Source: an optimization exercise on an open RTL-to-GDS flow (aim: small area and few clock cycles per item). Production flows keep margins and buffers that such runs may drop.
The RTL was checked by simulation tests, not by an equivalence proof against the original design.

Setup of alpha:
## cordic_pipe
module cordic_pipe #(
    parameter int unsigned DATA_WIDTH  = 16,
    parameter int unsigned ANGLE_WIDTH = 32,
    parameter int unsigned ITERATIONS  = 16,
    parameter int unsigned GUARD_BITS  = 2,
    parameter int unsigned TAG_WIDTH   = 8
) (
    input  logic                    i_clk,
    input  logic                    i_resetn,
    input  logic                    i_valid,
    output logic                    o_inReady,
    input  logic                    i_mode,
    input  logic [DATA_WIDTH-1:0]   i_xIn,
    input  logic [DATA_WIDTH-1:0]   i_yIn,
    input  logic [ANGLE_WIDTH-1:0]  i_angle,
    input  logic [TAG_WIDTH-1:0]    i_tag,
    output logic                    o_valid,
    input  logic                    i_outReady,
    output logic [DATA_WIDTH+1:0]   o_xOut,
    output logic [DATA_WIDTH+1:0]   o_yOut,
    output logic [ANGLE_WIDTH-1:0]  o_zOut,
    output logic [TAG_WIDTH-1:0]    o_tag,
    output logic                    o_mode
);
clock: 5.0 ns
lec_check: 0
cap_margin: 20
core_margin: 2
core_utilization: 65
cts_buf_list: sky130_fd_sc_hd__clkbuf_4 sky130_fd_sc_hd__clkbuf_8
gpl_routability_driven: 0
gpl_timing_driven: 0
slew_margin: 20
run.sh (not shown) runs the stock make flow with config.mk's settings and CLKGATE_MAP_FILE= SYNTH_SCRIPT=/design/flow/synth_recipe.tcl, a recipe that flattens the netlist after the stock synthesis.
Testbench counts of alpha, summed over its fixed seeds: cycles 8,128, items 8,000.
For beta, these inputs were changed with respect to alpha:
diff --git a/flow/config.mk b/flow/config.mk
--- a/flow/config.mk
+++ b/flow/config.mk
@@ -10,4 +10 @@
-export CORE_UTILIZATION = 65
-export CTS_BUF_LIST = sky130_fd_sc_hd__clkbuf_4 sky130_fd_sc_hd__clkbuf_8
-export GPL_ROUTABILITY_DRIVEN = 0
-export GPL_TIMING_DRIVEN = 0
+export CORE_UTILIZATION = 40
[summary]
- Per the final summary, beta finished and its layout is clean on timing, DRC and antenna.
- From alpha to beta the numbers moved as follows: number of fillers in the final layout has increased, average wire per cell in the routed design has decreased, share of the clock period used by the worst path has decreased, relative area change from synthesis to final layout has increased.
- Compared with alpha, beta has extra setup slack.
- Between alpha and beta, share of the core filled with cells decreased.
- Summary of beta over alpha: worst hold-check slack went up; post-CTS setup-driven buffer insertion count went down.
- The final reports for beta and alpha show pin count of the biggest net entering global routing lower in the former.

cordic_pipe again, from the RTL that the note above started with.
Design cordic_pipe, start of the top module:
module cordic_pipe #(
    parameter int unsigned DATA_WIDTH  = 16,
    parameter int unsigned ANGLE_WIDTH = 32,
    parameter int unsigned ITERATIONS  = 16,
    parameter int unsigned GUARD_BITS  = 2,
    parameter int unsigned TAG_WIDTH   = 8
) (
    input  logic                    i_clk,
    input  logic                    i_resetn,
    input  logic                    i_valid,
    output logic                    o_inReady,
    input  logic                    i_mode,
    input  logic [DATA_WIDTH-1:0]   i_xIn,
    input  logic [DATA_WIDTH-1:0]   i_yIn,
    input  logic [ANGLE_WIDTH-1:0]  i_angle,
    input  logic [TAG_WIDTH-1:0]    i_tag,
    output logic                    o_valid,
    input  logic                    i_outReady,
    output logic [DATA_WIDTH+1:0]   o_xOut,
    output logic [DATA_WIDTH+1:0]   o_yOut,
    output logic [ANGLE_WIDTH-1:0]  o_zOut,
    output logic [TAG_WIDTH-1:0]    o_tag,
    output logic                    o_mode
);
Settings: LEC_CHECK=0, CAP_MARGIN=20, CORE_MARGIN=2, CORE_UTILIZATION=60, CTS_BUF_LIST=sky130_fd_sc_hd__clkbuf_4 sky130_fd_sc_hd__clkbuf_8, SLEW_MARGIN=20; clock period 5.0 ns.
The first run went through all stages and came out clean.
Testbench counts at the start, summed over its fixed seeds: cycles 8,128, items 8,000.
Edit:
--- a/flow/config.mk
+++ b/flow/config.mk
@@ -10 +10 @@
-export CORE_UTILIZATION = 60
+export CORE_UTILIZATION = 75
@@ -11,0 +12 @@
+export CTS_CLUSTER_SIZE = 30
The new run finished clean.
Wire length is higher by 10%.
Worst setup slack got worse by 0.11 ns.
Die area decreases by about 20%.
Utilization grows by 16 points.
Final cell count is lower by about 4.6%.
Edit:
--- a/flow/config.mk
+++ b/flow/config.mk
@@ -10,3 +10 @@
-export CORE_UTILIZATION = 75
-export CTS_BUF_LIST = sky130_fd_sc_hd__clkbuf_4 sky130_fd_sc_hd__clkbuf_8
-export CTS_CLUSTER_SIZE = 30
+export CORE_UTILIZATION = 60
- routed wire length drops by 9.4%
- non-clock buffer count increases by 28
- worst setup slack gets better by 0.057 ns
- global-route usage went down by 8.4 points
Edit:
--- a/flow/config.mk
+++ b/flow/config.mk
@@ -10 +10,6 @@
-export CORE_UTILIZATION = 60
+export CORE_UTILIZATION = 65
+export CTS_BUF_LIST = sky130_fd_sc_hd__clkbuf_16
+export CTS_CLUSTER_DIAMETER = 120
+export CTS_CLUSTER_SIZE = 22
+export GPL_ROUTABILITY_DRIVEN = 0
+export GPL_TIMING_DRIVEN = 0
Effect:
- The new run finished with timing, DRC and antenna clean
- core utilization rose by 3.1 points
- global-route usage is higher by 0.89 points
- final area shrinks by 4.0%
- fmax went down by 1.2%
- non-clock buffer count came out lower by 179
- die area decreases by 7.6%
- via count fell by 1.3%
- sequential cell count does not change
- area after synthesis stays the same
- routed wire length decreases by 2.7%

==> port drivers added, routing unchanged <==
How much do the figures lean on ideal ports? The routed layouts below were timed once more, with nothing changed but the port constraints.
Step 1 assumes that a clkbuf_16 drives the clock port and a buf_2 every other input.
Step 2 times the ports against the registers' clock, not the clock port: input delays grow and output delays shrink by t, the midpoint of the rising clock arrivals with the driver on.
a / b / c = ideal / step 1 / step 2; a / b = the first two.
run | t, ns | setup WS [ns] | pins driven straight from the clock port
alpha | 0.985 | 0.167 / 0.160 / -0.764 | 1
beta | 0.883 | 0.218 / 0.281 / -0.602 | 1
the first run of note 2 | 0.995 | 0.266 / 0.317 / -0.678 | 1
the second run of note 2 | 0.971 | 0.157 / 0.208 / -0.763 | 1
the third run of note 2 | 0.849 | 0.214 / 0.272 / -0.577 | 1
the fourth run of note 2 | 0.758 | 0.156 / 0.180 / -0.545 | 1
With both steps, setup timing fails in every run listed, where it was met with ideal ports. For the first run of note 2, which loses most, drivers alone change the setup slack by +0.051 ns; drivers and shift together by -0.944 ns.
